This design comes from an exercise in tuning for small area on the open sky130 flow, not from production work.
Function was checked by simulation only, so behaviour that the tests miss may differ from the original.
Power figures rest on the tool's default switching activity, not on a simulated workload.

==> design/flow/config.mk <==
export PLATFORM = sky130hd
export DESIGN_NAME = laser_log_top
export DESIGN_NICKNAME = laser_log_top
export VERILOG_FILES = /design/flow/design.v
export SDC_FILE = /design/flow/constraint.sdc
export NUM_CORES = 4
export LEC_CHECK = 0
export CAP_MARGIN = 20
export CORE_MARGIN = 2
export CORE_UTILIZATION = 65
export SLEW_MARGIN = 20
==> design/flow/standard.sh <==
#!/bin/bash
# synth_recipe.tcl (not shown) runs the flow's synth.tcl, then flattens the netlist and writes it again
# the make line also repeats each setting of config.mk as NAME=value (left out here)
make -C /OpenROAD-flow-scripts/flow DESIGN_CONFIG=/design/flow/config.mk WORK_HOME=/design/flow/orfs CLKGATE_MAP_FILE= SYNTH_SCRIPT=/design/flow/synth_recipe.tcl "${@:-finish}"
==> design/flow/flow/synth.tcl <==
# The standard synthesis script, with ABC's technology mapping run on an
# area script (flow/area.abc) in place of ORFS's speed script. Registers are
# mapped before ABC runs, so they keep the standard synthesis's names and cells.
proc abc {args} {
	set i [lsearch -exact $args -script]
	if {$i >= 0} {
		set args [lreplace $args [expr {$i + 1}] [expr {$i + 1}] $::env(AREA_ABC_SCRIPT)]
	}
	yosys abc {*}$args
}
source $::env(FLOW_SYNTH_TCL)
==> design/flow/flow/area.abc <==
strash
dc2
dc2
dch -f
amap -A 20 -F 4
topo
==> design/flow/design.v <==
package laser_log_pkg;
	typedef struct packed {
		logic signed [16-1:0] adc0;
		logic signed [16-1:0] adc1;
	} adc_sample_t;
	typedef struct packed {
		logic                   wr;    
		logic [16-1:0] data;  
	} fifo_wr_t;
	typedef struct packed {
		logic [16-3-1:0] dropped;  
		logic [3-1:0]             din;
	} status_t;
	typedef struct packed {
		logic [16-1:0]  diff;    
		logic [16-1:0]  adc1;    
		logic [16-1:0]  adc0;    
		status_t                status;  
		logic [16-1:0] seq_hi;  
		logic [16-1:0] seq_lo;  
	} frame_fields_t;
	typedef union packed {
		logic [6-1:0][16-1:0] words;
		frame_fields_t                                 fields;
	} log_frame_u;
endpackage
`timescale 1ns/1ps
module ext_clk_conditioner (
	input  logic clk1,
	input  logic arst_n,
	input  logic ext_clk_pin,  
	output logic ext_tick      
);
	localparam int SYNC = 4;
	logic [SYNC-1:0] sync_q;  
	logic            fall_q;  
	always_ff @(posedge clk1 or negedge arst_n) begin
		if (!arst_n) begin
			sync_q   <= '0;
			fall_q   <= 1'b0;
			ext_tick <= 1'b0;
		end else begin
			sync_q   <= {sync_q[SYNC-2:0], ext_clk_pin};  
			fall_q   <= sync_q[SYNC-1] & ~sync_q[SYNC-2];  
			ext_tick <= fall_q;
		end
	end
endmodule
`timescale 1ns/1ps
module frame_logger #(
	parameter int DEPTH = 64  
) (
	input  logic                          clk1,
	input  logic                          arst_n,
	input  logic                          ext_tick,
	input  logic [3-1:0]         din,
	input  laser_log_pkg::adc_sample_t    adc,
	input  logic [$clog2(DEPTH):0]        level,    
	output logic                          start,    
	output logic [3*16-1:0]      rec,      
	output logic                          wr        
);
	localparam int CNT_W  = $clog2(DEPTH) + 1;
	localparam int NWORDS = 6;
	localparam int DROP_W = 16 - 3;
	logic [3-1:0] din_q;    
	logic [DROP_W-1:0]     dropped;  
	logic [2:0]            wcnt;     
	logic                  busy;
	logic                  room;
	logic                  skip;
	assign busy  = (wcnt != 3'd0);
	assign room  = (level <= CNT_W'(DEPTH - NWORDS));
	assign start = ext_tick & ~busy & room;
	assign skip  = ext_tick & ~start;
	assign wr    = busy;
	assign rec   = {dropped, din_q, adc.adc0, adc.adc1};
	always_ff @(posedge clk1)
		din_q <= din;
	always_ff @(posedge clk1 or negedge arst_n) begin
		if (!arst_n) begin
			dropped <= '0;
			wcnt    <= '0;
		end else begin
			if (skip && dropped != '1)
				dropped <= dropped + 1'b1;
			if (start)
				wcnt <= 3'(NWORDS);
			else if (busy)
				wcnt <= wcnt - 1'b1;
		end
	end
endmodule
`timescale 1ns/1ps
module word_fifo #(
	parameter int DEPTH = 64
) (
	input  logic                       clk1,
	input  logic                       arst_n,
	input  logic                       start,   
	input  logic [3*16-1:0]   rec,
	input  logic                       wr,      
	input  logic                       pop,     
	output logic [16-1:0]     shown,   
	output logic                       empty,
	output logic [$clog2(DEPTH):0]     level    
);
	localparam int CNT_W = $clog2(DEPTH) + 1;
	localparam int W     = 16;
	localparam int RW    = 3 * W;
	logic [RW-1:0]    ring [3][3];
	logic [RW-1:0]    stage_q;   
	logic             stage_v;
	logic [RW-1:0]    head_q;    
	logic             head_v;
	logic [1:0]       phase;     
	logic [1:0]       w_cls, w_slot;  
	logic [1:0]       r_cls, r_slot;  
	logic             ring_full;  
	logic             ring_any;   
	logic [2:0]       rd_idx;    
	logic [2*W-1:0]   rd_seq;    
	logic [CNT_W-1:0] count;
	logic             pull;
	logic             last;      
	logic             want;      
	logic             take_st;   
	logic             take_rg;   
	logic             ins;       
	logic [RW-1:0]    tap;
	assign empty = (count == '0);
	assign level = count;
	assign pull  = pop & ~empty;
	assign last  = pull & (rd_idx == 3'd5);
	assign ring_any = ring_full | (w_cls != r_cls) | (w_slot != r_slot);
	assign want     = ~head_v;
	assign take_rg  = want & ring_any & (phase == r_slot);
	assign take_st  = want & ~ring_any & stage_v;
	assign ins      = stage_v & ~take_st & (~ring_full | take_rg) & (phase == w_slot);
	always_comb begin
		case (r_cls)
			2'd0:    tap = ring[0][0];
			2'd1:    tap = ring[1][0];
			default: tap = ring[2][0];
		endcase
	end
	always_comb begin
		case (rd_idx)
			3'd1:    shown = rd_seq[W-1:0];
			3'd2:    shown = rd_seq[2*W-1:W];
			3'd3:    shown = head_q[3*W-1:2*W];
			3'd4:    shown = head_q[2*W-1:W];
			3'd5:    shown = head_q[W-1:0];
			default: shown = head_q[2*W-1:W] - head_q[W-1:0];
		endcase
	end
	always_ff @(posedge clk1) begin
		for (int r = 0; r < 3; r++) begin
			ring[r][0] <= ring[r][1];
			ring[r][1] <= ring[r][2];
			ring[r][2] <= (ins && w_cls == 2'(r)) ? stage_q : ring[r][0];
		end
		if (start)
			stage_q <= rec;
		if (take_st)
			head_q <= stage_q;
		else if (take_rg)
			head_q <= tap;
	end
	always_ff @(posedge clk1 or negedge arst_n) begin
		if (!arst_n) begin
			phase   <= '0;
			stage_v <= 1'b0;
			head_v  <= 1'b0;
			w_cls   <= '0;
			w_slot  <= '0;
			r_cls   <= '0;
			r_slot  <= '0;
			ring_full <= 1'b0;
			rd_idx  <= '0;
			rd_seq  <= '0;
			count   <= '0;
		end else begin
			phase <= ((phase == 2'd2) ? 2'd0 : phase + 2'd1);
			if (start)
				stage_v <= 1'b1;
			else if (ins || take_st)
				stage_v <= 1'b0;
			if (ins || take_st) begin
				w_cls <= ((w_cls == 2'd2) ? 2'd0 : w_cls + 2'd1);
				if (w_cls == 2'd2)
					w_slot <= ((w_slot == 2'd2) ? 2'd0 : w_slot + 2'd1);
			end
			if (take_rg || take_st) begin
				r_cls <= ((r_cls == 2'd2) ? 2'd0 : r_cls + 2'd1);
				if (r_cls == 2'd2)
					r_slot <= ((r_slot == 2'd2) ? 2'd0 : r_slot + 2'd1);
			end
			if (take_rg || take_st)
				head_v <= 1'b1;
			else if (last)
				head_v <= 1'b0;
			if (take_rg && !ins)
				ring_full <= 1'b0;
			else if (ins && !take_rg)
				ring_full <= ({((w_cls == 2'd2) ? ((w_slot == 2'd2) ? 2'd0 : w_slot + 2'd1) : w_slot),
				               ((w_cls == 2'd2) ? 2'd0 : w_cls + 2'd1)} == {r_slot, r_cls});
			if (pull) begin
				if (last) begin
					rd_idx <= '0;
					rd_seq <= rd_seq + 1'b1;
				end else begin
					rd_idx <= rd_idx + 1'b1;
				end
			end
			case ({wr, pull})
				2'b10:   count <= count + 1'b1;
				2'b01:   count <= count - 1'b1;
				default: count <= count;
			endcase
		end
	end
endmodule
`timescale 1ns/1ps
module host_pipe_port (
	input  logic                   clk1,
	input  logic                   arst_n,
	input  logic                   pipe_read,      
	input  logic [16-1:0] shown,          
	input  logic                   empty,
	output logic                   pop,
	output logic [16-1:0] pipe_data,
	output logic                   pipe_valid,     
	output logic                   pipe_empty,
	output logic                   pipe_underrun   
);
	assign pop        = pipe_read & ~empty;  
	assign pipe_empty = empty;
	assign pipe_data  = shown;  
	always_ff @(posedge clk1 or negedge arst_n) begin
		if (!arst_n) begin
			pipe_valid    <= 1'b0;
			pipe_underrun <= 1'b0;
		end else begin
			pipe_valid <= pop;  
			if (pipe_read && empty)
				pipe_underrun <= 1'b1;
		end
	end
endmodule
`timescale 1ns/1ps
module laser_log_top #(
	parameter int DEPTH = 64
) (
	input  logic                       clk1,
	input  logic                       arst_n,
	input  logic                       ext_clk_pin,
	input  logic [3-1:0]      din,
	input  logic [2*16-1:0]    adc,            
	input  logic                       pipe_read,
	output logic [16-1:0]     pipe_data,
	output logic                       pipe_valid,
	output logic                       pipe_empty,
	output logic                       pipe_underrun
);
	logic                       ext_tick;
	logic                       start;
	logic [3*16-1:0]   rec;
	logic                       wr;
	logic [$clog2(DEPTH):0]     level;
	logic [16-1:0]     shown;
	logic                       empty;
	logic                       pop;
	laser_log_pkg::adc_sample_t adc_s;
	assign adc_s = adc;
	ext_clk_conditioner u_ext_clk (
		.clk1        (clk1),
		.arst_n      (arst_n),
		.ext_clk_pin (ext_clk_pin),
		.ext_tick    (ext_tick)
	);
	frame_logger #(.DEPTH(DEPTH)) u_logger (
		.clk1     (clk1),
		.arst_n   (arst_n),
		.ext_tick (ext_tick),
		.din      (din),
		.adc      (adc_s),
		.level    (level),
		.start    (start),
		.rec      (rec),
		.wr       (wr)
	);
	word_fifo #(.DEPTH(DEPTH)) u_fifo (
		.clk1   (clk1),
		.arst_n (arst_n),
		.start  (start),
		.rec    (rec),
		.wr     (wr),
		.pop    (pop),
		.shown  (shown),
		.empty  (empty),
		.level  (level)
	);
	host_pipe_port u_pipe (
		.clk1          (clk1),
		.arst_n        (arst_n),
		.pipe_read     (pipe_read),
		.shown         (shown),
		.empty         (empty),
		.pop           (pop),
		.pipe_data     (pipe_data),
		.pipe_valid    (pipe_valid),
		.pipe_empty    (pipe_empty),
		.pipe_underrun (pipe_underrun)
	);
endmodule
==> design/flow/flow/run.sh <==
#!/bin/bash
# The standard layout (standard.sh) with three changes:
#  - synthesis maps logic with an area-oriented ABC script (flow/synth.tcl);
#  - clock tree synthesis inserts no dummy loads and clusters up to 25 flops;
#  - the port buffers are plain buf_1 cells.
# make's full output goes to make.log, each step's log to orfs/logs/.
set -euo pipefail
export FLOW_SYNTH_TCL="$PWD/synth_recipe.tcl"
export AREA_ABC_SCRIPT="$PWD/flow/area.abc"
bash standard.sh finish \
	"SYNTH_SCRIPT=$PWD/flow/synth.tcl" \
	"CTS_ARGS=-sink_clustering_enable -repair_clock_nets -dont_use_dummy_load -sink_clustering_size 25 -sink_clustering_max_diameter 100" \
	"BUFFER_PORTS_ARGS=-inputs -outputs -buffer_cell sky130_fd_sc_hd__buf_1" \
	> make.log 2>&1
==> design/flow/constraint.sdc <==
create_clock -name core_clock -period 8.0 [get_ports {clk1}]
set_input_delay 1.6000 -clock core_clock [delete_from_list [all_inputs] [get_ports {clk1}]]
set_output_delay 1.6000 -clock core_clock [all_outputs]
set_load 0.01 [all_outputs]
==> flow_metrics.py, run 1 <==
metrics = {
    "outcome": {
        "outcome": "no timing/DRC/antenna violations",
    },
    "power": {
        "p_seq_share_pct": 56.8,
        "net-switching-power_mw": 2.35,
        "p_int_mw": 5.08,
        "power_density_nw_per_um2": 370,
        "peakVddDrop_v": 0.000262,
        "clockPowerShare_pct": 20.1,
        "power_switching_share_pct": 31.6,
        "power.share.combinational_pct": 23.1,
        "p_leak_nw": 7.58,
    },
    "clock_tree": {
        "cts_num_sinks": 610,
        "cts_repair_resize_count": 0,
        "cts_hold_repair.buffers": 0,
        "cts.root.buffer_cell": "sky130_fd_sc_hd__clkbuf_16",
        "numCtsBuffers": 28,
        "cts_max_level": 1,
        "clkLatencyLatePin_ns": 0.58,
        "cts_setup_buffers": 0,
        "ctsLongestPathBuffers": 3,
        "tritoncts_clock_tree": "built",
        "clk_pin_slew_ns": 0.10,
    },
    "finish": {
        "fin_cells": 1954,
        "proportion_of_layout_cells_with_a_drive_suffix_above_1_pct": 3.49,
        "area_growth_syn_to_layout_pct": 8.40,
        "finalNetCount": 1645,
        "antenna-diode-count": 0,
        "nFillCells": 2021,
    },
    "global_routing": {
        "grt_max_degree": 80,
        "grt_first_pass_wirelength_microns": 61200,
        "antenna_found_initial": 0,
        "track_usage_pct": 25.7,
        "globalRouteOverflowTotal": 0,
        "vias_in_the_first_global_route": 11244,
    },
    "timing": {
        "timing.final.ws_setup_ns": 2.15,
        "totalNegativeSetupSlack_ns": 0,
        "fin_worst_skew_ns": 0.0445,
        "timing_worst_slew_pin_value_ns": 1.01,
        "finalMaxSlewViolations": 0,
        "finalHoldViolations": 0,
        "timing.final.crit_share_pct": 73.2,
        "clock.fmax_ghz": 0.171,
        "minimum_hold_slack_ns": 0.286,
        "rsz_0062_raised_after_global_routing": "no",
        "finalSetupViolCount": 0,
        "finalWorstPathRequiredPeriod_ns": 5.85,
        "worst_slew_margin_rel_pct": 32.1,
    },
    "floorplanning": {
        "dieHeight_microns": 173,
        "core_sq_um": 27900,
        "dieArea_sq_um": 29900,
        "start_util_pct": 66.4,
        "boundaryPins": 58,
        "die-width_microns": 173,
        "num_rows": 61,
    },
    "synth": {
        "ys_seq_area_share_pct": 73.2,
        "yosysWarnings": 5,
        "synth_area_per_cell_sq_um": 12.6,
        "synth_top_cells_by_count": "sky130_fd_sc_hd__dfxtp_1, sky130_fd_sc_hd__nor2_1, sky130_fd_sc_hd__a21oi_1",
        "synth.area.top_cells": "sky130_fd_sc_hd__dfxtp_1, sky130_fd_sc_hd__edfxtp_1, sky130_fd_sc_hd__dfrtp_1",
        "netlist-cell-type-count": 38,
        "post-synth-top-area-fraction_pct": 47.0,
        "dominantRegCellSynth": "sky130_fd_sc_hd__dfxtp_1",
        "synth_top_area_cell": "sky130_fd_sc_hd__dfxtp_1",
        "postSynth.asyncResetShare_pct": 13.0,
        "synth_edf_count": 96,
        "synth_nets": 1544,
        "synth.cell_area_sq_um": 18500,
        "yosysMostFrequentCell": "sky130_fd_sc_hd__dfxtp_1",
        "synth-seq-cells": 610,
        "synthesis.instances": 1477,
    },
    "placement": {
        "routabilityCongestion": 0.896,
        "dp_cells": 1926,
        "detailedPlacementHpwl_microns": 23300,
        "port_buffers": 57,
        "placement.setup.worst_slack_ns": 2.00,
    },
    "route": {
        "totalWireLength_microns": 38400,
        "residual_drc_count": 0,
        "post_drt_via_cell_ratio": 5.87,
        "first_drt_iteration_drcs": 1181,
        "wl_cell_microns": 19.6,
        "route.antenna.remaining_nets": 0,
        "pre_antenna_drt_iters": 9,
        "vias": 11472,
    },
    "setup_path": {
        "timing.critical_path.required_ns": 6.40,
        "worst-r2r-cell-count": 28,
        "setup.worst_path.end_class": "primary output",
        "critPathMaxFanout": 2,
        "cp.arrival_ns": 4.25,
        "crit_path_start_kind": "flip-flop",
        "critical_path_class": "reg2out",
        "rrSetupSlack_ns": 2.58,
    },
    "hold_path": {
        "number_of_instances_on_the_worst_hold_path": 0,
        "holdCritPathClass": "reg2reg",
    },
    "run": {
        "drv_cap": 0,
    },
}
## registers in the layout (all words and copies together), names as in the netlist
register / flops
u_fifo.w_cls: 2
u_fifo.head_v: 1
u_fifo.rd_idx: 3
u_fifo.w_slot: 2
u_ext_clk.sync_q: 4
u_fifo.ring: 432
u_fifo.r_slot: 2
u_fifo.r_cls: 2
u_fifo.rd_seq: 32
u_fifo.phase: 2
u_ext_clk.ext_tick: 1
u_fifo.stage_v: 1
u_logger.din_q: 3
u_pipe.pipe_valid: 1
u_fifo.stage_q: 48
u_fifo.head_q: 48
u_pipe.pipe_underrun: 1
u_logger.dropped: 13
u_logger.wcnt: 3
u_ext_clk.fall_q: 1
u_fifo.count: 7
u_fifo.ring_full: 1
## cell usage in the layout (no fill, tap or decap), types with 11 or more instances in the layout
cell type	Yosys	routed
sky130_fd_sc_hd__a221oi_1	11	11
sky130_fd_sc_hd__edfxtp_1	96	96
sky130_fd_sc_hd__a222oi_1	62	62
sky130_fd_sc_hd__o22ai_1	43	43
sky130_fd_sc_hd__buf_1	1	56
sky130_fd_sc_hd__dfrtp_1	79	78
sky130_fd_sc_hd__clkinv_1	136	134
sky130_fd_sc_hd__o22a_1	71	71
sky130_fd_sc_hd__nor3_1	13	12
sky130_fd_sc_hd__clkbuf_16	0	28
sky130_fd_sc_hd__a22oi_1	16	16
sky130_fd_sc_hd__nor2_1	204	200
sky130_fd_sc_hd__ha_1	27	27
sky130_fd_sc_hd__nand2_1	30	29
sky130_fd_sc_hd__a21oi_1	157	157
sky130_fd_sc_hd__o21ai_0	21	21
sky130_fd_sc_hd__dfxtp_1	435	435
sky130_fd_sc_hd__buf_4	0	14
## power groups by stage
stage | combinational, mW | sequential, mW | clock (mW)
6_report | 1.71 | 4.22 | 1.49
5_1_grt | 1.90 | 4.29 | 1.62
4_1_cts | 1.71 | 4.22 | 1.51
3_5_place_dp | 1.69 | 4.28 | 0
3_3_place_gp | 1.67 | 4.26 | 0
2_1_floorplan | 1.14 | 4.14 | 0
## cell type report
type,count,area (sq um),share of cell area [%]
multi-input combinational,730,4510,22.4
timing repair buffer,72,334,1.66
clock buffer,28,701,3.49
sequential,610,13600,67.5
tap,378,473,2.35
inverter,136,512,2.55
## per-stage QoR
stage / util, % / instance area (sq um) / total power, mW
detailed placement: 69.4 / 19400 / 5.97
finish: 71.9 / 20100 / 7.43
global placement: 69.4 / 19400 / 5.93
floorplan: - / 18500 / 5.28
CTS: 71.9 / 20100 / 7.44
global route: 71.9 / 20100 / 7.82
## final timing paths
| kind | from | end |
|---|---|---|
| worst max-delay path | u_fifo.head_q[0]$_DFFE_PP_ | pipe_data[14] |
| worst min-delay path | u_fifo.ring[4][14]$_DFF_P_ | u_fifo.ring[3][14]$_DFF_P_ |
| worst max register to register | u_fifo.rd_idx[1]$_DFFE_PN0N_ | u_fifo.rd_seq[30]$_DFFE_PN0P_ |
| worst min register to register | u_fifo.ring[4][14]$_DFF_P_ | u_fifo.ring[3][14]$_DFF_P_ |
| max in group asynchronous | arst_n | u_ext_clk.sync_q[0]$_DFF_PN0_ |
| min in group asynchronous | arst_n | u_fifo.count[1]$_DFFE_PN0P_ |
## routing by layer
| layer | up-vias | part of all wire (%) | GRT usage (%) |
|---|---|---|---|
| met5 | - | 0 | 0 |
| met4 | 0 | 2.5 | 6.64 |
| met3 | 65 | 5.2 | 2.84 |
| met2 | 333 | 46 | 41.1 |
| met1 | 5539 | 47 | 38.2 |
| li1 | 5535 | - | - |
## cell families (layout without fill, tap and decap cells)
logic type               after synthesis  count (layout)  synth area share (%)
XOR/XNOR                               4               4                 0.189
adder cells (fa/ha/maj)               28              28                  1.93
flip-flops                           610             610                  73.2
AO/OA/AOI/OAI                        417             417                  15.7
AND/OR/NAND/NOR                      281             281                  6.20
buffers and inverters                137             236                  2.77
## critical path: stages, from the launching register on
cell and delay (ns):
sky130_fd_sc_hd__edfxtp_1 0.45, sky130_fd_sc_hd__ha_1 0.26, sky130_fd_sc_hd__fa_1 0.38, sky130_fd_sc_hd__nor2_1 0.13, sky130_fd_sc_hd__or2_0 0.12, sky130_fd_sc_hd__a21oi_1 0.08, sky130_fd_sc_hd__nor2_1 0.14, sky130_fd_sc_hd__nor2_1 0.06
sky130_fd_sc_hd__nor2_1 0.08, sky130_fd_sc_hd__nor2_1 0.06, sky130_fd_sc_hd__nor2_1 0.12, sky130_fd_sc_hd__nor2_1 0.06, sky130_fd_sc_hd__nor2_1 0.08, sky130_fd_sc_hd__nor2_1 0.06, sky130_fd_sc_hd__nor2_1 0.12, sky130_fd_sc_hd__nor2_1 0.07
sky130_fd_sc_hd__nor2_1 0.08, sky130_fd_sc_hd__nor2_1 0.06, sky130_fd_sc_hd__nor2_1 0.12, sky130_fd_sc_hd__nor2_1 0.06, sky130_fd_sc_hd__nor2_1 0.12, sky130_fd_sc_hd__nor2_1 0.07, sky130_fd_sc_hd__nor2_1 0.12, sky130_fd_sc_hd__nor2_1 0.05
sky130_fd_sc_hd__o21bai_1 0.18, sky130_fd_sc_hd__a21oi_1 0.09, sky130_fd_sc_hd__a31oi_1 0.28, sky130_fd_sc_hd__buf_1 0.21
==> inputs of run 2 (changes only) <==
==> design/flow/flow/area.abc (replaced) <==
strash
dc2
dc2
dch -f
amap
topo
==> run 2 against run 1 <==
- synthesized area grew 0.32%
- sequential cell count unchanged
- sequential power up 6.9%
- total power is 7.6% higher
- clock skew increased by 0.0047 ns
- first-iteration DRC count grew 10%
- die area rose by 0.31%
- register-to-register slack lost 0.18 ns
- via count is 1.3% higher
- critical path depth decreased by 16
- critical path type unchanged
- largest cell class unchanged
- largest power group unchanged
- highest routed layer unchanged
==> flow_metrics.py, run 2 <==
metrics = {
    "outcome": {
        "outcome": "no timing/DRC/antenna violations",
    },
    "synth": {
        "postSynth.asyncResetShare_pct": 13.0,
        "synthesis.instances": 1481,
        "yosysMostFrequentCell": "sky130_fd_sc_hd__dfxtp_1",
        "synth_top_cells_by_count": "sky130_fd_sc_hd__dfxtp_1, sky130_fd_sc_hd__nor2_1, sky130_fd_sc_hd__clkinv_1",
        "synth_edf_count": 96,
        "synth_area_per_cell_sq_um": 12.6,
        "synth-seq-cells": 610,
        "yosysWarnings": 5,
        "synth_nets": 1548,
        "synth.area.top_cells": "sky130_fd_sc_hd__dfxtp_1, sky130_fd_sc_hd__edfxtp_1, sky130_fd_sc_hd__dfrtp_1",
        "dominantRegCellSynth": "sky130_fd_sc_hd__dfxtp_1",
        "synth_top_area_cell": "sky130_fd_sc_hd__dfxtp_1",
        "synth.cell_area_sq_um": 18600,
        "post-synth-top-area-fraction_pct": 46.8,
        "ys_seq_area_share_pct": 73.0,
        "netlist-cell-type-count": 43,
    },
    "route": {
        "totalWireLength_microns": 38400,
        "pre_antenna_drt_iters": 7,
        "post_drt_via_cell_ratio": 5.93,
        "residual_drc_count": 0,
        "first_drt_iteration_drcs": 1301,
        "route.antenna.remaining_nets": 0,
        "vias": 11616,
        "wl_cell_microns": 19.6,
    },
    "clock_tree": {
        "cts.root.buffer_cell": "sky130_fd_sc_hd__clkbuf_16",
        "cts_setup_buffers": 0,
        "tritoncts_clock_tree": "built",
        "cts_num_sinks": 610,
        "clk_pin_slew_ns": 0.09,
        "numCtsBuffers": 28,
        "cts_hold_repair.buffers": 0,
        "cts_max_level": 1,
        "clkLatencyLatePin_ns": 0.59,
        "ctsLongestPathBuffers": 3,
        "cts_repair_resize_count": 0,
    },
    "setup_path": {
        "regToRegStartpoint": "u_fifo.rd_idx[1]$_DFFE_PN0N_",
        "setup.worst_path.end_class": "primary output",
        "critical_path.most_common_cell": "sky130_fd_sc_hd__clkinv_1",
        "slowest_stage": "sky130_fd_sc_hd__nor2_1",
        "worst-r2r-cell-count": 30,
        "critical_path_class": "reg2out",
        "critPathMaxFanout": 17,
        "timing.critical_path.required_ns": 6.40,
        "timing.critical_path.cells": "clkinv_1 -> ha_1 -> clkinv_1 -> nor2_1 -> clkinv_1 -> o221ai_1 -> buf_4 -> clkinv_1 -> a221oi_1 -> a21oi_1 -> buf_1",
        "cp.arrival_ns": 4.43,
        "r2r_end": "u_fifo.rd_seq[30]$_DFFE_PN0P_",
        "cp-endpoint": "pipe_data[9]",
        "crit_path_start": "u_fifo.rd_idx[1]$_DFFE_PN0N_",
        "cp_slowest_stage_delay_ns": 0.71,
        "crit_path_start_kind": "flip-flop",
        "rrSetupSlack_ns": 2.40,
    },
    "finish": {
        "layout_commonest_cell": "sky130_fd_sc_hd__dfxtp_1",
        "area_growth_syn_to_layout_pct": 8.32,
        "largest_register_ffs": 432,
        "nFillCells": 1952,
        "proportion_of_layout_cells_with_a_drive_suffix_above_1_pct": 3.48,
        "regs_by_ff_count": "u_fifo.ring (432), u_fifo.head_q (48), u_fifo.stage_q (48)",
        "antenna-diode-count": 0,
        "fin_cells": 1960,
        "finalNetCount": 1651,
        "utilization_pct": 71.9,
        "most-common-layout-cells": "sky130_fd_sc_hd__dfxtp_1, sky130_fd_sc_hd__nor2_1, sky130_fd_sc_hd__a21oi_1",
        "top_register": "u_fifo.ring",
    },
    "timing": {
        "fin_worst_skew_ns": 0.0492,
        "finalHoldViolations": 0,
        "worst_slew_margin_rel_pct": 32.5,
        "timing_worst_slew_pin_value_ns": 1.01,
        "clock.fmax_ghz": 0.166,
        "timing.final.crit_share_pct": 75.4,
        "rsz_0062_raised_after_global_routing": "no",
        "finalMaxSlewViolations": 0,
        "timing.final.ws_setup_ns": 1.97,
        "finalWorstPathRequiredPeriod_ns": 6.03,
        "finalSetupViolCount": 0,
        "totalNegativeSetupSlack_ns": 0,
    },
    "floorplanning": {
        "start_util_pct": 66.4,
        "dieHeight_microns": 173,
        "die-width_microns": 173,
        "dieArea_sq_um": 30000,
        "boundaryPins": 58,
        "core_sq_um": 28000,
        "num_rows": 61,
    },
    "hold_path": {
        "holdCritStartpoint": "u_fifo.ring[8][45]$_DFF_P_",
        "holdCritPathClass": "reg2reg",
    },
    "global_routing": {
        "antenna_found_initial": 0,
        "globalRouteOverflowTotal": 0,
        "track_usage_pct": 25.5,
        "vias_in_the_first_global_route": 11278,
        "grt_first_pass_wirelength_microns": 60700,
        "grt_max_degree": 75,
    },
    "placement": {
        "routabilityCongestion": 0.951,
        "dp_cells": 1932,
        "detailedPlacementHpwl_microns": 24100,
        "port_buffers": 57,
        "placement.setup.worst_slack_ns": 1.75,
    },
    "power": {
        "p_leak_nw": 7.60,
        "peakVddDrop_v": 0.000230,
        "report.power.total_mw": 7.99,
        "power_density_nw_per_um2": 397,
    },
    "run": {
        "drv_cap": 0,
    },
}
-- run 2: cell types whose count changed after synthesis, moves of 3 or more --
cell,delta
sky130_fd_sc_hd__a21oi_1,-15
sky130_fd_sc_hd__nor3_1,+5
sky130_fd_sc_hd__nand2b_1,+3
sky130_fd_sc_hd__nand2_1,+11
sky130_fd_sc_hd__clkinv_1,+7
sky130_fd_sc_hd__a31oi_1,-4
sky130_fd_sc_hd__o21a_1,+10
sky130_fd_sc_hd__nor2_1,-18
-- run 2: through the flow --
stage | hold WS, ns | instance area [sq um]
detailed placement | 0.312 | 19400
floorplan | 0.310 | 18600
CTS | 0.293 | 20100
global placement | 0.310 | 19400
global route | 0.310 | 20100
finish | 0.295 | 20100
-- run 2: how the worst min path moves through the flow --
stage | depth (start not counted) | slack (ns) | endpoint
3_5_place_dp | 0 | 0.31 | u_fifo.ring[0][34]$_DFF_P_
5_1_grt | 0 | 0.31 | u_fifo.ring[7][45]$_DFF_P_
4_1_cts | 0 | 0.29 | u_fifo.ring[7][45]$_DFF_P_
6_report | 0 | 0.30 | u_fifo.ring[7][45]$_DFF_P_
2_1_floorplan | 0 | 0.31 | u_fifo.ring[0][0]$_DFF_P_
3_3_place_gp | 0 | 0.31 | u_fifo.ring[0][42]$_DFF_P_
-- run 2: final cells by class --
class                           count  area, sq um  area share [%]
Sequential cell                   610        13600            67.4
Timing Repair Buffer               74          349            1.73
Multi-Input combinational cell    727         4510            22.4
Inverter                          143          539            2.68
Clock buffer                       28          701            3.48
Tap cell                          378          473            2.35
-- run 2: cells by family after synthesis --
kind of cell	after synthesis	synth area share [%]
AO/OA/AOI/OAI	417	15.9
XOR/XNOR	2	0.0942
adder cells (fa/ha/maj)	28	1.92
buffers and inverters	144	2.91
flip-flops	610	73.0
AND/OR/NAND/NOR	280	6.22
-- run 2: report_power, final --
group | total [mW] | internal [mW] | switching, mW
logic | 2.00 | 0.794 | 1.21
clock network | 1.48 | 0.624 | 0.854
registers | 4.51 | 4.06 | 0.453
-- run 2: per-layer routing --
layer | up-vias | track usage, % | share of wire [%]
met2 | 394 | 40.5 | 45
met4 | 0 | 7.42 | 3.0
met1 | 5610 | 37.1 | 46
li1 | 5541 | - | -
met5 | - | 0 | 0
met3 | 71 | 3.34 | 6.0
-- run 2: worst max-delay path, delay by kind of cell, from the launching register on --
family | cells | cell delay, ns
AOI/OAI and AO/OA | 3 | 0.99
and+or+nand+nor | 1 | 0.71
adders and majority gates | 1 | 0.15
DFF | 1 | 0.43
buffers and inverters | 6 | 1.60
==> inputs of run 3 (changes only) <==
==> design/flow/flow/run.sh (replaced) <==
#!/bin/bash
# The standard layout (standard.sh) with three changes:
#  - synthesis maps logic with an area-oriented ABC script (flow/synth.tcl);
#  - clock tree synthesis inserts no dummy loads and clusters up to 26 flops;
#  - the port buffers are plain buf_1 cells.
# make's full output goes to make.log, each step's log to orfs/logs/.
set -euo pipefail
export FLOW_SYNTH_TCL="$PWD/synth_recipe.tcl"
export AREA_ABC_SCRIPT="$PWD/flow/area.abc"
bash standard.sh finish \
	"SYNTH_SCRIPT=$PWD/flow/synth.tcl" \
	"CTS_ARGS=-sink_clustering_enable -repair_clock_nets -dont_use_dummy_load -sink_clustering_size 26 -sink_clustering_max_diameter 100" \
	"BUFFER_PORTS_ARGS=-inputs -outputs -buffer_cell sky130_fd_sc_hd__buf_1" \
	> make.log 2>&1
==> design/flow/flow/area.abc (replaced) <==
strash
dc2
dc2
dch -f
amap -A 20 -F 4
topo
==> run 3 against run 2 <==
- first-iteration DRC count fell by 11%
- via count down 0.75%
- fmax grew 2.8%
- sequential cell count stayed put
- clock power barely moved
- sequential power down 6.4%
- critical endpoint is now pipe_data[14]
- largest power group unchanged
==> flow_metrics.py, run 3 <==
metrics = {
    "outcome": {
        "outcome": "no timing/DRC/antenna violations",
    },
    "floorplanning": {
        "dieArea_sq_um": 29900,
        "dieHeight_microns": 173,
        "core_sq_um": 27900,
        "die-width_microns": 173,
        "num_rows": 61,
        "start_util_pct": 66.4,
        "boundaryPins": 58,
    },
    "clock_tree": {
        "clk_pin_slew_ns": 0.10,
        "tritoncts_clock_tree": "built",
        "cts_max_level": 1,
        "cts.root.buffer_cell": "sky130_fd_sc_hd__clkbuf_16",
        "cts_repair_resize_count": 0,
        "ctsLongestPathBuffers": 3,
        "cts_num_sinks": 610,
        "cts_hold_repair.buffers": 0,
        "clkLatencyLatePin_ns": 0.59,
        "numCtsBuffers": 27,
        "cts_setup_buffers": 0,
    },
    "setup_path": {
        "critical_path_class": "reg2out",
        "slowest_stage": "sky130_fd_sc_hd__edfxtp_1",
        "crit_path_start": "u_fifo.head_q[16]$_DFFE_PP_",
        "rrSetupSlack_ns": 2.63,
        "cp-endpoint": "pipe_data[14]",
        "cp_slowest_stage_delay_ns": 0.40,
        "critPathMaxFanout": 2,
        "r2r_end": "u_fifo.rd_seq[30]$_DFFE_PN0P_",
        "cp.arrival_ns": 4.27,
        "crit_path_start_kind": "flip-flop",
        "worst-r2r-cell-count": 28,
        "setup.worst_path.end_class": "primary output",
        "regToRegStartpoint": "u_fifo.rd_idx[1]$_DFFE_PN0N_",
        "critical_path.most_common_cell": "sky130_fd_sc_hd__nor2_1",
        "timing.critical_path.required_ns": 6.40,
    },
    "route": {
        "residual_drc_count": 0,
        "post_drt_via_cell_ratio": 5.90,
        "wl_cell_microns": 19.7,
        "route.antenna.remaining_nets": 0,
        "vias": 11529,
        "totalWireLength_microns": 38400,
        "pre_antenna_drt_iters": 6,
        "first_drt_iteration_drcs": 1154,
    },
    "global_routing": {
        "vias_in_the_first_global_route": 11292,
        "track_usage_pct": 25.9,
        "grt_max_degree": 80,
        "globalRouteOverflowTotal": 0,
        "grt_first_pass_wirelength_microns": 61600,
        "antenna_found_initial": 0,
    },
    "synth": {
        "postSynth.asyncResetShare_pct": 13.0,
        "post-synth-top-area-fraction_pct": 47.0,
        "synth_area_per_cell_sq_um": 12.6,
        "synth-seq-cells": 610,
        "yosysWarnings": 5,
        "dominantRegCellSynth": "sky130_fd_sc_hd__dfxtp_1",
        "synthesis.instances": 1477,
        "synth_edf_count": 96,
        "yosysMostFrequentCell": "sky130_fd_sc_hd__dfxtp_1",
        "synth.cell_area_sq_um": 18500,
        "synth_top_cells_by_count": "sky130_fd_sc_hd__dfxtp_1, sky130_fd_sc_hd__nor2_1, sky130_fd_sc_hd__a21oi_1",
        "synth.area.top_cells": "sky130_fd_sc_hd__dfxtp_1, sky130_fd_sc_hd__edfxtp_1, sky130_fd_sc_hd__dfrtp_1",
        "synth_nets": 1544,
        "ys_seq_area_share_pct": 73.2,
        "netlist-cell-type-count": 38,
        "synth_top_area_cell": "sky130_fd_sc_hd__dfxtp_1",
    },
    "timing": {
        "finalWorstPathRequiredPeriod_ns": 5.87,
        "timing.final.ws_setup_ns": 2.13,
        "rsz_0062_raised_after_global_routing": "no",
        "totalNegativeSetupSlack_ns": 0,
        "finalMaxSlewViolations": 0,
        "worst_slew_margin_rel_pct": 33.8,
        "fin_worst_skew_ns": 0.0521,
        "finalSetupViolCount": 0,
        "timing_worst_slew_pin_value_ns": 0.993,
        "timing.final.crit_share_pct": 73.4,
        "clock.fmax_ghz": 0.170,
        "finalHoldViolations": 0,
    },
    "finish": {
        "regs_by_ff_count": "u_fifo.ring (432), u_fifo.head_q (48), u_fifo.stage_q (48)",
        "layout_commonest_cell": "sky130_fd_sc_hd__dfxtp_1",
        "antenna-diode-count": 0,
        "top_register": "u_fifo.ring",
        "finalNetCount": 1644,
        "largest_register_ffs": 432,
        "area_growth_syn_to_layout_pct": 8.27,
        "proportion_of_layout_cells_with_a_drive_suffix_above_1_pct": 3.43,
        "most-common-layout-cells": "sky130_fd_sc_hd__dfxtp_1, sky130_fd_sc_hd__nor2_1, sky130_fd_sc_hd__a21oi_1",
    },
    "power": {
        "power_density_nw_per_um2": 369,
        "peakVddDrop_v": 0.000250,
        "p_leak_nw": 7.57,
    },
    "placement": {
        "port_buffers": 57,
        "routabilityCongestion": 0.896,
        "placement.setup.worst_slack_ns": 2.00,
        "detailedPlacementHpwl_microns": 23300,
    },
    "run": {
        "drv_cap": 0,
    },
    "hold_path": {
        "holdCritPathClass": "reg2reg",
    },
}
==> run 3: layout make-up <==
type / instances / area (sq um)
Clock buffer: 27 / 676
Fill cell: 2024 / 7860
Inverter: 136 / 512
Multi-Input combinational cell: 730 / 4510
Sequential cell: 610 / 13600
Tap cell: 378 / 473
Timing Repair Buffer: 72 / 334
==> run 3: through the flow <==
step                power [mW]  std cells  util [%]  hold slack, ns  instance area [sq um]
finish                    7.40       1953      71.8           0.287                  20100
global route              7.79       1953      71.8           0.287                  20100
CTS                       7.42       1953      71.8           0.281                  20100
detailed placement        5.97       1926      69.4           0.312                  19400
global placement          5.93       1926      69.4           0.309                  19400
floorplan                 5.28       1477         -           0.310                  18500
==> run 3: worst min-delay path by stage <==
stage	cells past startpoint	end	slack [ns]	from
CTS	0	u_fifo.ring[6][16]$_DFF_P_	0.28	u_fifo.ring[7][16]$_DFF_P_
finish	0	u_fifo.ring[6][16]$_DFF_P_	0.29	u_fifo.ring[7][16]$_DFF_P_
detailed placement	0	u_fifo.ring[0][43]$_DFF_P_	0.31	u_fifo.ring[1][43]$_DFF_P_
global route	0	u_fifo.ring[6][16]$_DFF_P_	0.29	u_fifo.ring[7][16]$_DFF_P_
global placement	0	u_fifo.ring[6][14]$_DFF_P_	0.31	u_fifo.ring[7][14]$_DFF_P_
floorplan	0	u_fifo.ring[0][0]$_DFF_P_	0.31	u_fifo.ring[1][0]$_DFF_P_
==> run 3: cells by family after synthesis <==
kind of cell    count (synthesis)  share of synthesized area [%]
xor+xnor                        4                          0.189
flops                         610                           73.2
buf+inv                       137                           2.77
fa+ha+maj                      28                           1.93
simple gates                  281                           6.20
compound gates                417                           15.7
==> run 3: per-layer routing <==
layer	up-vias	track usage, %	part of all wire [%]
met5	-	0	0
met4	0	6.29	2.1
met3	56	2.99	5.4
met2	364	41.8	46
met1	5584	38.0	46
li1	5525	-	-
==> run 3: power breakdown <==
group	internal, mW	switching (mW)	leakage [nW]	total, mW
sequential	3.84	0.379	5.39	4.22
clock	0.604	0.861	0.333	1.46
combinational	0.609	1.10	1.85	1.71
==> run 3: critical path, delay by kind of cell (launching register included) <==
kind,cells,cell delay (ns)
and+or+nand+nor,20,1.73
AOI/OAI and AO/OA,4,0.64
adders and majority gates,2,0.59
DFF,1,0.40
buffers and inverters,2,0.29
==> inputs of run 4 (changes only) <==
--- a/design/flow/design.v
+++ b/design/flow/design.v
@@ -138,21 +138,14 @@
 	assign take_st  = want & ~ring_any & stage_v;
 	assign ins      = stage_v & ~take_st & (~ring_full | take_rg) & (phase == w_slot);
-	always_comb begin
-		case (r_cls)
-			2'd0:    tap = ring[0][0];
-			2'd1:    tap = ring[1][0];
-			default: tap = ring[2][0];
-		endcase
-	end
-	always_comb begin
-		case (rd_idx)
-			3'd1:    shown = rd_seq[W-1:0];
-			3'd2:    shown = rd_seq[2*W-1:W];
-			3'd3:    shown = head_q[3*W-1:2*W];
-			3'd4:    shown = head_q[2*W-1:W];
-			3'd5:    shown = head_q[W-1:0];
-			default: shown = head_q[2*W-1:W] - head_q[W-1:0];
-		endcase
-	end
+	assign tap = ({RW{take_st}} & stage_q) |
+	             ({RW{take_rg & (r_cls == 2'd0)}} & ring[0][0]) |
+	             ({RW{take_rg & (r_cls == 2'd1)}} & ring[1][0]) |
+	             ({RW{take_rg & (r_cls == 2'd2)}} & ring[2][0]);
+	assign shown = ({W{rd_idx == 3'd1}} & rd_seq[W-1:0]) |
+	               ({W{rd_idx == 3'd2}} & rd_seq[2*W-1:W]) |
+	               ({W{rd_idx == 3'd3}} & head_q[3*W-1:2*W]) |
+	               ({W{rd_idx == 3'd4}} & head_q[2*W-1:W]) |
+	               ({W{rd_idx == 3'd5}} & head_q[W-1:0]) |
+	               ({W{rd_idx == 3'd0}} & (head_q[2*W-1:W] - head_q[W-1:0]));
 	always_ff @(posedge clk1) begin
 		for (int r = 0; r < 3; r++) begin
@@ -163,7 +156,5 @@
 		if (start)
 			stage_q <= rec;
-		if (take_st)
-			head_q <= stage_q;
-		else if (take_rg)
+		if (take_st || take_rg)
 			head_q <= tap;
 	end
--- a/design/flow/config.mk
+++ b/design/flow/config.mk
@@ -9,3 +9,4 @@
 export CORE_MARGIN = 2
 export CORE_UTILIZATION = 65
+export GPL_TIMING_DRIVEN = 0
 export SLEW_MARGIN = 20
==> run 4 against run 3 <==
- worst setup slack worse by 0.77 ns
- largest cell class unchanged
- still clean
- cell area up 1.2%
- combinational power up 4%
- register-to-register slack worse by 0.95 ns
- critical endpoint is now u_fifo.rd_seq[30]$_DFFE_PN0P_
==> flow_metrics.py, run 4 <==
metrics = {
    "route": {
        "wl_cell_microns": 20.0,
        "first_drt_iteration_drcs": 1251,
        "vias": 11260,
        "residual_drc_count": 0,
        "pre_antenna_drt_iters": 8,
        "route.antenna.remaining_nets": 0,
        "totalWireLength_microns": 37900,
        "post_drt_via_cell_ratio": 5.96,
    },
    "hold_path": {
        "holdCritStartpoint": "u_fifo.ring[5][5]$_DFF_P_",
        "number_of_instances_on_the_worst_hold_path": 0,
        "holdCritPathClass": "reg2reg",
        "timing.hold.worst_endpoint": "u_fifo.ring[4][5]$_DFF_P_",
    },
    "synth": {
        "synth.cell_area_sq_um": 18400,
        "yosysMostFrequentCell": "sky130_fd_sc_hd__dfxtp_1",
        "synth_edf_count": 96,
        "synth-seq-cells": 610,
        "dominantRegCellSynth": "sky130_fd_sc_hd__dfxtp_1",
        "synth_area_per_cell_sq_um": 13.3,
        "synthesis.instances": 1378,
        "synth_top_cells_by_count": "sky130_fd_sc_hd__dfxtp_1, sky130_fd_sc_hd__o22a_1, sky130_fd_sc_hd__nand2_1",
        "synth_xor_area_share_pct": 0.0952,
        "post-synth-top-area-fraction_pct": 47.4,
        "synth_top_family_by_area": "compound AO/OA/AOI/OAI gates",
        "post_synth_fa_ha_maj_area_fraction_pct": 1.95,
        "synth.area.top_cells": "sky130_fd_sc_hd__dfxtp_1, sky130_fd_sc_hd__edfxtp_1, sky130_fd_sc_hd__dfrtp_1",
        "synth_area_in_compound_gates_pct": 15.9,
        "netlist-cell-type-count": 38,
        "post_synth_mux_area_share_pct": 0,
        "postSynth.asyncResetShare_pct": 13.0,
        "ys_seq_area_share_pct": 73.8,
        "synth_nets": 1445,
        "synth-simple-area-share_pct": 6.20,
        "synth_top_area_cell": "sky130_fd_sc_hd__dfxtp_1",
        "yosysWarnings": 5,
    },
    "finish": {
        "fin_cells": 1888,
        "multiInputGateArea_sq_um": 4500,
        "regs_by_ff_count": "u_fifo.ring (432), u_fifo.head_q (48), u_fifo.stage_q (48)",
        "proportion_of_layout_cells_with_a_drive_suffix_above_1_pct": 6.09,
        "nFillCells": 1877,
        "finalNetCount": 1579,
        "cell_area_after_layout_sq_um": 20300,
        "area_growth_syn_to_layout_pct": 10.5,
        "largest_register_ffs": 432,
        "top_register": "u_fifo.ring",
        "antenna-diode-count": 0,
        "ff_latch_area_sq_um": 13600,
        "layout_commonest_cell": "sky130_fd_sc_hd__dfxtp_1",
        "most-common-layout-cells": "sky130_fd_sc_hd__dfxtp_1, sky130_fd_sc_hd__o22a_1, sky130_fd_sc_hd__nand2_1",
        "utilization_pct": 72.9,
    },
    "clock_tree": {
        "cts_hold_repair.buffers": 0,
        "cts_setup_buffers": 0,
        "clkLatencyLatePin_ns": 0.57,
        "cts.root.buffer_cell": "sky130_fd_sc_hd__clkbuf_16",
        "numCtsBuffers": 27,
        "cts_num_sinks": 610,
        "tritoncts_clock_tree": "built",
        "clk_pin_slew_ns": 0.10,
        "cts_repair_resize_count": 0,
        "ctsLongestPathBuffers": 3,
        "cts_max_level": 1,
    },
    "setup_path": {
        "r2r_end": "u_fifo.rd_seq[30]$_DFFE_PN0P_",
        "critical_path.top_delay_family": "simple AND/OR/NAND/NOR gates",
        "timing.critical_path.buf_inv": 7,
        "setup.worst_path.end_class": "flip-flop",
        "slowest_stage": "sky130_fd_sc_hd__nor2b_1",
        "timing.critical_path.required_ns": 8.45,
        "cp.arrival_ns": 7.09,
        "crit_path_start_kind": "primary input",
        "critical_path_class": "in2reg",
        "rrSetupSlack_ns": 1.68,
        "cp_slowest_stage_delay_ns": 0.66,
        "regToRegStartpoint": "u_fifo.rd_idx[1]$_DFFE_PN0P_",
        "worst-r2r-cell-count": 28,
        "critPathMaxFanout": 8,
    },
    "power": {
        "peakVddDrop_v": 0.000288,
        "power_density_nw_per_um2": 381,
        "p_leak_nw": 7.99,
        "report.power.total_mw": 7.75,
    },
    "global_routing": {
        "antenna_found_initial": 0,
        "globalRouteOverflowTotal": 0,
        "track_usage_pct": 26.1,
        "grt_first_pass_wirelength_microns": 59900,
        "vias_in_the_first_global_route": 10953,
        "grt_max_degree": 31,
    },
    "placement": {
        "port_buffers": 57,
        "place_area_sq_um": 19600,
        "detailedPlacementHpwl_microns": 25300,
        "dp_cells": 1861,
        "placement.setup.worst_slack_ns": 0.881,
        "routabilityCongestion": 0.838,
    },
    "timing": {
        "finalMaxSlewViolations": 0,
        "timing.final.crit_share_pct": 83.1,
        "finalSetupViolCount": 0,
        "timing.final.ws_setup_ns": 1.35,
        "totalNegativeSetupSlack_ns": 0,
        "timing_worst_slew_pin_value_ns": 0.917,
        "minimum_hold_slack_ns": 0.293,
        "fin_worst_skew_ns": 0.0383,
        "finalHoldViolations": 0,
        "clock.fmax_ghz": 0.150,
        "rsz_0062_raised_after_global_routing": "no",
        "worst_slew_margin_rel_pct": 38.8,
        "finalWorstPathRequiredPeriod_ns": 6.65,
    },
    "floorplanning": {
        "start_util_pct": 66.0,
        "core_sq_um": 27900,
        "dieArea_sq_um": 29700,
        "boundaryPins": 58,
        "num_rows": 61,
        "die-width_microns": 172,
        "dieHeight_microns": 172,
    },
    "outcome": {
        "outcome": "no timing/DRC/antenna violations",
    },
    "run": {
        "drv_cap": 0,
    },
}
-- run 4: cell count changes after synthesis, moves of 4 or more --
cell                       previous run  this run
sky130_fd_sc_hd__a21o_1               2        12
sky130_fd_sc_hd__a21oi_1            157        39
sky130_fd_sc_hd__a221oi_1            11         2
sky130_fd_sc_hd__a222oi_1            62        66
sky130_fd_sc_hd__a22oi_1             16        25
sky130_fd_sc_hd__clkinv_1           136       101
sky130_fd_sc_hd__nand2_1             30       117
sky130_fd_sc_hd__nor2_1             204       101
sky130_fd_sc_hd__o211ai_1             1        15
sky130_fd_sc_hd__o21ai_0             21        16
sky130_fd_sc_hd__o221ai_1             6         0
sky130_fd_sc_hd__o22a_1              71       146
sky130_fd_sc_hd__o22ai_1             43        20
-- run 4: worst max path at each step --
stage / from / endpoint / cells past startpoint
finish: pipe_read / u_fifo.rd_seq[30]$_DFFE_PN0P_ / 26
global route: pipe_read / u_fifo.rd_seq[30]$_DFFE_PN0P_ / 27
CTS: pipe_read / u_fifo.rd_seq[30]$_DFFE_PN0P_ / 26
detailed placement: pipe_read / u_fifo.rd_seq[30]$_DFFE_PN0P_ / 26
global placement: u_fifo.w_slot[0]$_DFFE_PN0P_ / u_fifo.ring[5][33]$_DFF_P_ / 9
floorplan: u_logger.wcnt[0]$_DFFE_PN0P_ / u_logger.dropped[9]$_DFFE_PN0P_ / 15
-- run 4: metal layers --
metal  track usage [%]  up-vias  share of wire (%)
met2              40.9      344                 45
met4              6.54        0                1.9
li1                  -     5325                  -
met5                 0        -                  0
met3              2.79       50                5.1
met1              39.4     5541                 48
-- run 4: cell type report --
cell class	instances	share of cell area, %
Inverter	101	1.89
Clock buffer	27	3.33
Sequential cell	610	66.8
Tap cell	378	2.33
Multi-Input combinational cell	667	22.1
Timing Repair Buffer	105	3.53
-- run 4: cell families (layout without fill, tap and decap cells) --
family | after synthesis | after routing
buffers and inverters | 101 | 233
XOR/XNOR | 2 | 2
AND/OR/NAND/NOR | 273 | 273
AO/OA/AOI/OAI | 364 | 364
adder cells (fa/ha/maj) | 28 | 28
flip-flops | 610 | 610
-- run 4: report_power, final --
group          switching (mW)  internal [mW]  leakage (nW)
Sequential              0.466           4.05          5.41
Clock                   0.854          0.603         0.333
Combinational           0.975          0.801          2.25
==> inputs of run 5 (changes only) <==
--- a/design/flow/config.mk
+++ b/design/flow/config.mk
@@ -9,4 +9,3 @@
 export CORE_MARGIN = 2
 export CORE_UTILIZATION = 65
-export GPL_TIMING_DRIVEN = 0
 export SLEW_MARGIN = 20
==> run 5 against run 4 <==
- synthesized area unchanged
- clock skew increased by 0.028 ns
- largest power group unchanged
- worst setup slack better by 0.75 ns
- critical endpoint is now pipe_data[15]
- worst hold slack got worse by 0.0093 ns
- utilization fell by 1.4 points
- clock power about the same
- critical path depth is 6 higher
- cell area is 1.9% lower
- sequential cell count is the same
- via count decreased by 0.75%
- total power down 0.59%
- fmax increased by 13%
==> flow_metrics.py, run 5 <==
metrics = {
    "clock_tree": {
        "cts_repair_resize_count": 0,
        "cts_max_level": 1,
        "numCtsBuffers": 27,
        "clkLatencyLatePin_ns": 0.59,
        "clk_pin_slew_ns": 0.09,
        "ctsLongestPathBuffers": 3,
        "cts.root.buffer_cell": "sky130_fd_sc_hd__clkbuf_16",
        "cts_hold_repair.buffers": 0,
        "cts_setup_buffers": 0,
        "cts_num_sinks": 610,
        "tritoncts_clock_tree": "built",
    },
    "setup_path": {
        "cp.arrival_ns": 4.29,
        "critical_path.most_common_cell": "sky130_fd_sc_hd__nor2_1",
        "setup.worst_path.end_class": "primary output",
        "critical_path_class": "reg2out",
        "timing.critical_path.required_ns": 6.40,
        "critPathMaxFanout": 3,
        "cp_slowest_stage_delay_ns": 0.41,
        "crit_path_start_kind": "flip-flop",
        "slowest_stage": "sky130_fd_sc_hd__edfxtp_1",
    },
    "placement": {
        "dp_cells": 1832,
        "placement.setup.worst_slack_ns": 1.96,
        "routabilityCongestion": 0.862,
        "place_area_sq_um": 19300,
        "detailedPlacementHpwl_microns": 21900,
        "port_buffers": 57,
    },
    "timing": {
        "timing.final.ws_setup_ns": 2.11,
        "totalNegativeSetupSlack_ns": 0,
        "finalSetupViolCount": 0,
        "finalHoldViolations": 0,
        "finalMaxSlewViolations": 0,
        "fin_worst_skew_ns": 0.0664,
        "finalWorstPathRequiredPeriod_ns": 5.89,
        "timing.final.crit_share_pct": 73.6,
        "rsz_0062_raised_after_global_routing": "no",
        "clock.fmax_ghz": 0.170,
        "worst_slew_margin_rel_pct": 37.4,
        "timing_worst_slew_pin_value_ns": 0.939,
        "minimum_hold_slack_ns": 0.284,
    },
    "floorplanning": {
        "start_util_pct": 66.0,
        "dieHeight_microns": 172,
        "core_sq_um": 27900,
        "die-width_microns": 172,
        "dieArea_sq_um": 29700,
        "boundaryPins": 58,
        "num_rows": 61,
    },
    "route": {
        "wl_cell_microns": 20.2,
        "residual_drc_count": 0,
        "vias": 11176,
        "pre_antenna_drt_iters": 6,
        "post_drt_via_cell_ratio": 6.01,
        "route.antenna.remaining_nets": 0,
        "first_drt_iteration_drcs": 1265,
        "totalWireLength_microns": 37600,
    },
    "finish": {
        "most-common-layout-cells": "sky130_fd_sc_hd__dfxtp_1, sky130_fd_sc_hd__o22a_1, sky130_fd_sc_hd__nand2_1",
        "multiInputGateArea_sq_um": 4490,
        "layout_commonest_cell": "sky130_fd_sc_hd__dfxtp_1",
        "finalNetCount": 1550,
        "area_growth_syn_to_layout_pct": 8.44,
        "utilization_pct": 71.6,
        "nFillCells": 1934,
        "cell_area_after_layout_sq_um": 19900,
        "fin_cells": 1859,
        "proportion_of_layout_cells_with_a_drive_suffix_above_1_pct": 3.98,
        "antenna-diode-count": 0,
        "ff_latch_area_sq_um": 13600,
        "largest_register_ffs": 432,
        "regs_by_ff_count": "u_fifo.ring (432), u_fifo.head_q (48), u_fifo.stage_q (48)",
        "top_register": "u_fifo.ring",
    },
    "synth": {
        "synth-simple-area-share_pct": 6.20,
        "dominantRegCellSynth": "sky130_fd_sc_hd__dfxtp_1",
        "synth_nets": 1445,
        "postSynth.asyncResetShare_pct": 13.0,
        "yosysMostFrequentCell": "sky130_fd_sc_hd__dfxtp_1",
        "synth_area_per_cell_sq_um": 13.3,
        "synth-seq-cells": 610,
        "ys_seq_area_share_pct": 73.8,
        "yosysWarnings": 5,
        "synthesis.instances": 1378,
        "post_synth_fa_ha_maj_area_fraction_pct": 1.95,
        "post-synth-top-area-fraction_pct": 47.4,
        "synth_edf_count": 96,
        "synth_top_cells_by_count": "sky130_fd_sc_hd__dfxtp_1, sky130_fd_sc_hd__o22a_1, sky130_fd_sc_hd__nand2_1",
        "synth_top_area_cell": "sky130_fd_sc_hd__dfxtp_1",
        "synth.cell_area_sq_um": 18400,
        "netlist-cell-type-count": 38,
        "synth.area.top_cells": "sky130_fd_sc_hd__dfxtp_1, sky130_fd_sc_hd__edfxtp_1, sky130_fd_sc_hd__dfrtp_1",
        "synth_top_family_by_area": "compound AO/OA/AOI/OAI gates",
        "post_synth_mux_area_share_pct": 0,
        "synth_xor_area_share_pct": 0.0952,
        "synth_area_in_compound_gates_pct": 15.9,
    },
    "global_routing": {
        "track_usage_pct": 25.7,
        "grt_first_pass_wirelength_microns": 59000,
        "grt_max_degree": 55,
        "globalRouteOverflowTotal": 0,
        "vias_in_the_first_global_route": 10769,
        "antenna_found_initial": 0,
    },
    "power": {
        "net-switching-power_mw": 2.28,
        "p_int_mw": 5.42,
        "clockPowerShare_pct": 18.9,
        "report.power.total_mw": 7.70,
        "p_seq_share_pct": 58.6,
        "power_density_nw_per_um2": 386,
        "peakVddDrop_v": 0.000209,
        "p_leak_nw": 7.77,
        "power_switching_share_pct": 29.6,
        "power.share.combinational_pct": 22.5,
    },
    "outcome": {
        "outcome": "no timing/DRC/antenna violations",
    },
    "run": {
        "drv_cap": 0,
    },
    "hold_path": {
        "holdCritPathClass": "reg2reg",
    },
}
run 5: power by group through the flow:
stage | sequential, mW | clock, mW | combinational, mW
after detailed placement | 4.55 | 0 | 1.73
after global placement | 4.53 | 0 | 1.69
final | 4.51 | 1.46 | 1.73
after global routing | 4.60 | 1.59 | 1.94
after floorplan | 4.39 | 0 | 1.27
after CTS | 4.50 | 1.48 | 1.75
run 5: worst max-delay path: cells and delay by family, from the launching register on:
| kind | cells | cell delay (ns) |
|---|---|---|
| fa+ha+maj | 1 | 0.30 |
| compound gates | 4 | 0.52 |
| flops | 1 | 0.41 |
| simple gates | 25 | 2.21 |
| buf+inv | 2 | 0.28 |
run 5: kinds of logic after synthesis:
kind of cell	count (synthesis)
fa+ha+maj	28
compound gates	364
xor+xnor	2
simple gates	273
flops	610
buf+inv	101
run 5: routing by layer:
metal	track usage (%)	wire, microns	vias up
met5	0	0	-
met4	5.63	733	0
met3	3.57	2150	56
met2	41.3	16900	344
met1	37.6	17800	5507
li1	-	-	5269
run 5: area by class of cell:
type                            count  share of cell area (%)
Tap cell                          378                    2.37
Sequential cell                   610                    68.0
Timing Repair Buffer               76                    1.81
Multi-Input combinational cell    667                    22.5
Clock buffer                       27                    3.39
Inverter                          101                    1.91
run 5: worst paths after layout:
| check | from | to | slack (ns) | cells past startpoint |
|---|---|---|---|---|
| worst max register to register | u_fifo.count[2]$_DFFE_PN0P_ | u_fifo.rd_seq[30]$_DFFE_PN0P_ | 3.10 | 28 |
| max in group asynchronous | arst_n | u_fifo.rd_seq[29]$_DFFE_PN0P_ | 5.96 | 2 |
| worst max-delay path | u_fifo.head_q[1]$_DFFE_PP_ | pipe_data[15] | 2.11 | 32 |
| min in group asynchronous | arst_n | u_fifo.count[2]$_DFFE_PN0P_ | 0.98 | 1 |
| worst min register to register | u_fifo.ring[4][5]$_DFF_P_ | u_fifo.ring[3][5]$_DFF_P_ | 0.28 | 0 |
| worst min-delay path | u_fifo.ring[4][5]$_DFF_P_ | u_fifo.ring[3][5]$_DFF_P_ | 0.28 | 0 |
==> inputs of run 6 (changes only) <==
==> design/flow/flow/run.sh (replaced) <==
#!/bin/bash
# The standard layout (standard.sh) with three changes:
#  - synthesis maps logic with an area-oriented ABC script (flow/synth.tcl);
#  - clock tree synthesis inserts no dummy loads and clusters up to 25 flops;
#  - the port buffers are plain buf_1 cells.
# make's full output goes to make.log, each step's log to orfs/logs/.
set -euo pipefail
export FLOW_SYNTH_TCL="$PWD/synth_recipe.tcl"
export AREA_ABC_SCRIPT="$PWD/flow/area.abc"
bash standard.sh finish \
	"SYNTH_SCRIPT=$PWD/flow/synth.tcl" \
	"CTS_ARGS=-sink_clustering_enable -repair_clock_nets -dont_use_dummy_load -sink_clustering_size 25 -sink_clustering_max_diameter 100" \
	"BUFFER_PORTS_ARGS=-inputs -outputs -buffer_cell sky130_fd_sc_hd__buf_1" \
	> make.log 2>&1
==> run 6 against run 5 <==
- still clean
- sequential share of layout area is 0.085 points lower
- fmax is 0.73% lower
- synthesized cell count stayed put
- utilization is 0.090 points higher
- critical path depth stayed put
- via count is 0.52% lower
- worst setup slack worse by 0.043 ns
- sequential power hardly changed
- total power is 0.39% higher
- first-iteration DRC count is 5.5% lower
- cell area is 0.13% higher
- clock skew is 0.0078 ns lower
- critical path type unchanged
==> flow_metrics.py, run 6 <==
metrics = {
    "timing": {
        "totalNegativeSetupSlack_ns": 0,
        "fin_worst_skew_ns": 0.0586,
        "finalSetupViolCount": 0,
        "timing.final.crit_share_pct": 74.2,
        "finalWorstPathRequiredPeriod_ns": 5.94,
        "finalMaxSlewViolations": 0,
        "worst_slew_margin_rel_pct": 37.7,
        "timing_worst_slew_pin_value_ns": 0.934,
        "timing.final.ws_setup_ns": 2.06,
        "finalHoldViolations": 0,
        "rsz_0062_raised_after_global_routing": "no",
        "clock.fmax_ghz": 0.168,
    },
    "placement": {
        "detailedPlacementHpwl_microns": 21900,
        "port_buffers": 57,
        "placement.setup.worst_slack_ns": 1.96,
        "routabilityCongestion": 0.862,
    },
    "route": {
        "post_drt_via_cell_ratio": 5.98,
        "first_drt_iteration_drcs": 1196,
        "totalWireLength_microns": 37700,
        "residual_drc_count": 0,
        "route.antenna.remaining_nets": 0,
        "wl_cell_microns": 20.3,
        "vias": 11118,
        "pre_antenna_drt_iters": 8,
    },
    "global_routing": {
        "antenna_found_initial": 0,
        "globalRouteOverflowTotal": 0,
        "vias_in_the_first_global_route": 10786,
        "track_usage_pct": 25.6,
        "grt_max_degree": 55,
        "grt_first_pass_wirelength_microns": 58900,
    },
    "floorplanning": {
        "num_rows": 61,
        "start_util_pct": 66.0,
        "boundaryPins": 58,
        "core_sq_um": 27900,
        "dieHeight_microns": 172,
        "dieArea_sq_um": 29700,
        "die-width_microns": 172,
    },
    "power": {
        "power_density_nw_per_um2": 387,
        "p_leak_nw": 7.78,
        "peakVddDrop_v": 0.000236,
    },
    "synth": {
        "synth_nets": 1445,
        "synth-seq-cells": 610,
        "synth_top_cells_by_count": "sky130_fd_sc_hd__dfxtp_1, sky130_fd_sc_hd__o22a_1, sky130_fd_sc_hd__nand2_1",
        "synth_top_area_cell": "sky130_fd_sc_hd__dfxtp_1",
        "ys_seq_area_share_pct": 73.8,
        "synth_area_per_cell_sq_um": 13.3,
        "synthesis.instances": 1378,
        "postSynth.asyncResetShare_pct": 13.0,
        "post-synth-top-area-fraction_pct": 47.4,
        "dominantRegCellSynth": "sky130_fd_sc_hd__dfxtp_1",
        "yosysMostFrequentCell": "sky130_fd_sc_hd__dfxtp_1",
        "synth.cell_area_sq_um": 18400,
        "netlist-cell-type-count": 38,
        "yosysWarnings": 5,
        "synth_edf_count": 96,
        "synth.area.top_cells": "sky130_fd_sc_hd__dfxtp_1, sky130_fd_sc_hd__edfxtp_1, sky130_fd_sc_hd__dfrtp_1",
    },
    "finish": {
        "antenna-diode-count": 0,
        "finalNetCount": 1551,
        "proportion_of_layout_cells_with_a_drive_suffix_above_1_pct": 4.05,
        "utilization_pct": 71.7,
        "top_register": "u_fifo.ring",
        "largest_register_ffs": 432,
        "regs_by_ff_count": "u_fifo.ring (432), u_fifo.head_q (48), u_fifo.stage_q (48)",
        "most-common-layout-cells": "sky130_fd_sc_hd__dfxtp_1, sky130_fd_sc_hd__o22a_1, sky130_fd_sc_hd__nand2_1",
        "area_growth_syn_to_layout_pct": 8.57,
        "layout_commonest_cell": "sky130_fd_sc_hd__dfxtp_1",
        "nFillCells": 1936,
    },
    "clock_tree": {
        "cts_max_level": 1,
        "cts_setup_buffers": 0,
        "clk_pin_slew_ns": 0.09,
        "cts_hold_repair.buffers": 0,
        "cts_num_sinks": 610,
        "cts.root.buffer_cell": "sky130_fd_sc_hd__clkbuf_16",
        "clkLatencyLatePin_ns": 0.60,
        "cts_repair_resize_count": 0,
        "tritoncts_clock_tree": "built",
        "ctsLongestPathBuffers": 3,
        "numCtsBuffers": 28,
    },
    "setup_path": {
        "critical_path_class": "reg2out",
        "crit_path_start_kind": "flip-flop",
        "critical_path_cell_count": 32,
        "worst-r2r-cell-count": 28,
        "slowest_stage": "sky130_fd_sc_hd__edfxtp_1",
        "critical_path.most_common_cell": "sky130_fd_sc_hd__nor2_1",
        "timing.critical_path.buf_inv": 2,
        "cp_slowest_stage_delay_ns": 0.41,
        "cp.arrival_ns": 4.34,
        "critPathMaxFanout": 3,
        "setup.worst_path.end_class": "primary output",
        "timing.critical_path.required_ns": 6.40,
        "critical_path.top_delay_family": "simple AND/OR/NAND/NOR gates",
    },
    "outcome": {
        "outcome": "no timing/DRC/antenna violations",
    },
    "run": {
        "drv_cap": 0,
    },
    "hold_path": {
        "number_of_instances_on_the_worst_hold_path": 0,
        "holdCritPathClass": "reg2reg",
    },
}
-- run 6: final timing paths --
| check | start | to | slack (ns) |
|---|---|---|---|
| worst max-delay path | u_fifo.head_q[1]$_DFFE_PP_ | pipe_data[15] | 2.06 |
| worst min-delay path | u_fifo.ring[7][33]$_DFF_P_ | u_fifo.ring[6][33]$_DFF_P_ | 0.29 |
| worst min register to register | u_fifo.ring[7][33]$_DFF_P_ | u_fifo.ring[6][33]$_DFF_P_ | 0.29 |
| max in group asynchronous | arst_n | u_fifo.rd_seq[29]$_DFFE_PN0P_ | 5.98 |
| min in group asynchronous | arst_n | u_fifo.count[2]$_DFFE_PN0P_ | 0.97 |
| worst max register to register | u_fifo.count[2]$_DFFE_PN0P_ | u_fifo.rd_seq[30]$_DFFE_PN0P_ | 3.11 |
-- run 6: through the flow --
step / area (sq um) / hold WS, ns / instances / total power [mW]
2_1_floorplan: 18400 / 0.310 / 1378 / 5.66
3_5_place_dp: 19300 / 0.312 / 1832 / 6.28
4_1_cts: 20000 / 0.291 / 1860 / 7.76
3_3_place_gp: 19300 / 0.310 / 1832 / 6.22
5_1_grt: 20000 / 0.290 / 1860 / 8.16
6_report: 20000 / 0.291 / 1860 / 7.73
-- run 6: cell type report --
cell class                      instances  area (sq um)  area share, %
Sequential cell                       610         13600           67.9
Inverter                              101           380           1.90
Tap cell                              378           473           2.37
Timing Repair Buffer                   76           360           1.80
Multi-Input combinational cell        667          4490           22.5
Clock buffer                           28           701           3.51
-- run 6: report_power, final --
part | total, mW | internal [mW] | switching, mW
Combinational | 1.74 | 0.770 | 0.968
Clock | 1.48 | 0.624 | 0.858
Sequential | 4.51 | 4.05 | 0.463
Total | 7.73 | 5.44 | 2.29
-- run 6: cells by family (layout without fill, tap and decap cells) --
| kind of cell | Yosys count | after routing | synth area share, % |
|---|---|---|---|
| buffers and inverters | 101 | 205 | 2.06 |
| AOI/OAI and AO/OA | 364 | 364 | 15.9 |
| adders and majority gates | 28 | 28 | 1.95 |
| xor gates and xnor gates | 2 | 2 | 0.0953 |
| DFF | 610 | 610 | 73.8 |
| and+or+nand+nor | 273 | 273 | 6.20 |
-- run 6: metal layers --
metal,GRT usage [%],share of wire (%),vias to the layer above
met5,0,0,-
met4,6.54,2.1,0
met3,3.16,5.7,57
met2,40.8,45,344
met1,37.9,47,5448
li1,-,-,5269
-- run 6: worst register-to-register path, delay by kind of cell, from the launching register on --
kind / cells / cell delay, ns
buffers and inverters: 7 / 0.81
flip-flops: 1 / 0.44
AO/OA/AOI/OAI: 1 / 0.10
AND/OR/NAND/NOR: 20 / 3.48

static timing again, ports no longer ideal:
The flow's constraints put no driver on any port. The routed layouts listed below were extracted and timed again, unchanged, in two steps. Step 1 assumes that a clkbuf_16 drives the clock port and a buf_2 every other input. Step 2, shift: input delay + t, output delay - t, t = (earliest + latest rising clock arrival at the registers) / 2. This alone moves slack from input paths to output paths. a / b / c = ideal / step 1 / step 2; a / b = the first two.
run | t (ns) | slack for setup (ns) | worst setup path at the end | clock arrival spread, ns | pins driven straight from the clock port
run 1 | 0.615 | 2.148 / 2.098 / 1.970 | input to register | 0.049 / 0.049 | 1
run 2 | 0.612 | 1.967 / 1.918 / 1.659 | input to register | 0.055 / 0.054 | 1
run 3 | 0.615 | 2.130 / 2.076 / 2.011 | input to register | 0.053 / 0.053 | 1
run 4 | 0.603 | 1.355 / 1.386 / 0.783 | input to register | 0.041 / 0.041 | 1
run 5 | 0.611 | 2.108 / 2.057 / 1.995 | input to register | 0.066 / 0.066 | 1
run 6 | 0.615 | 2.065 / 2.015 / 2.003 | input to register | 0.063 / 0.062 | 1
After both steps setup and hold are still met in every run listed. The setup slack of run 4, which loses most, moves by +0.031 ns with the drivers and by -0.572 ns with both steps.
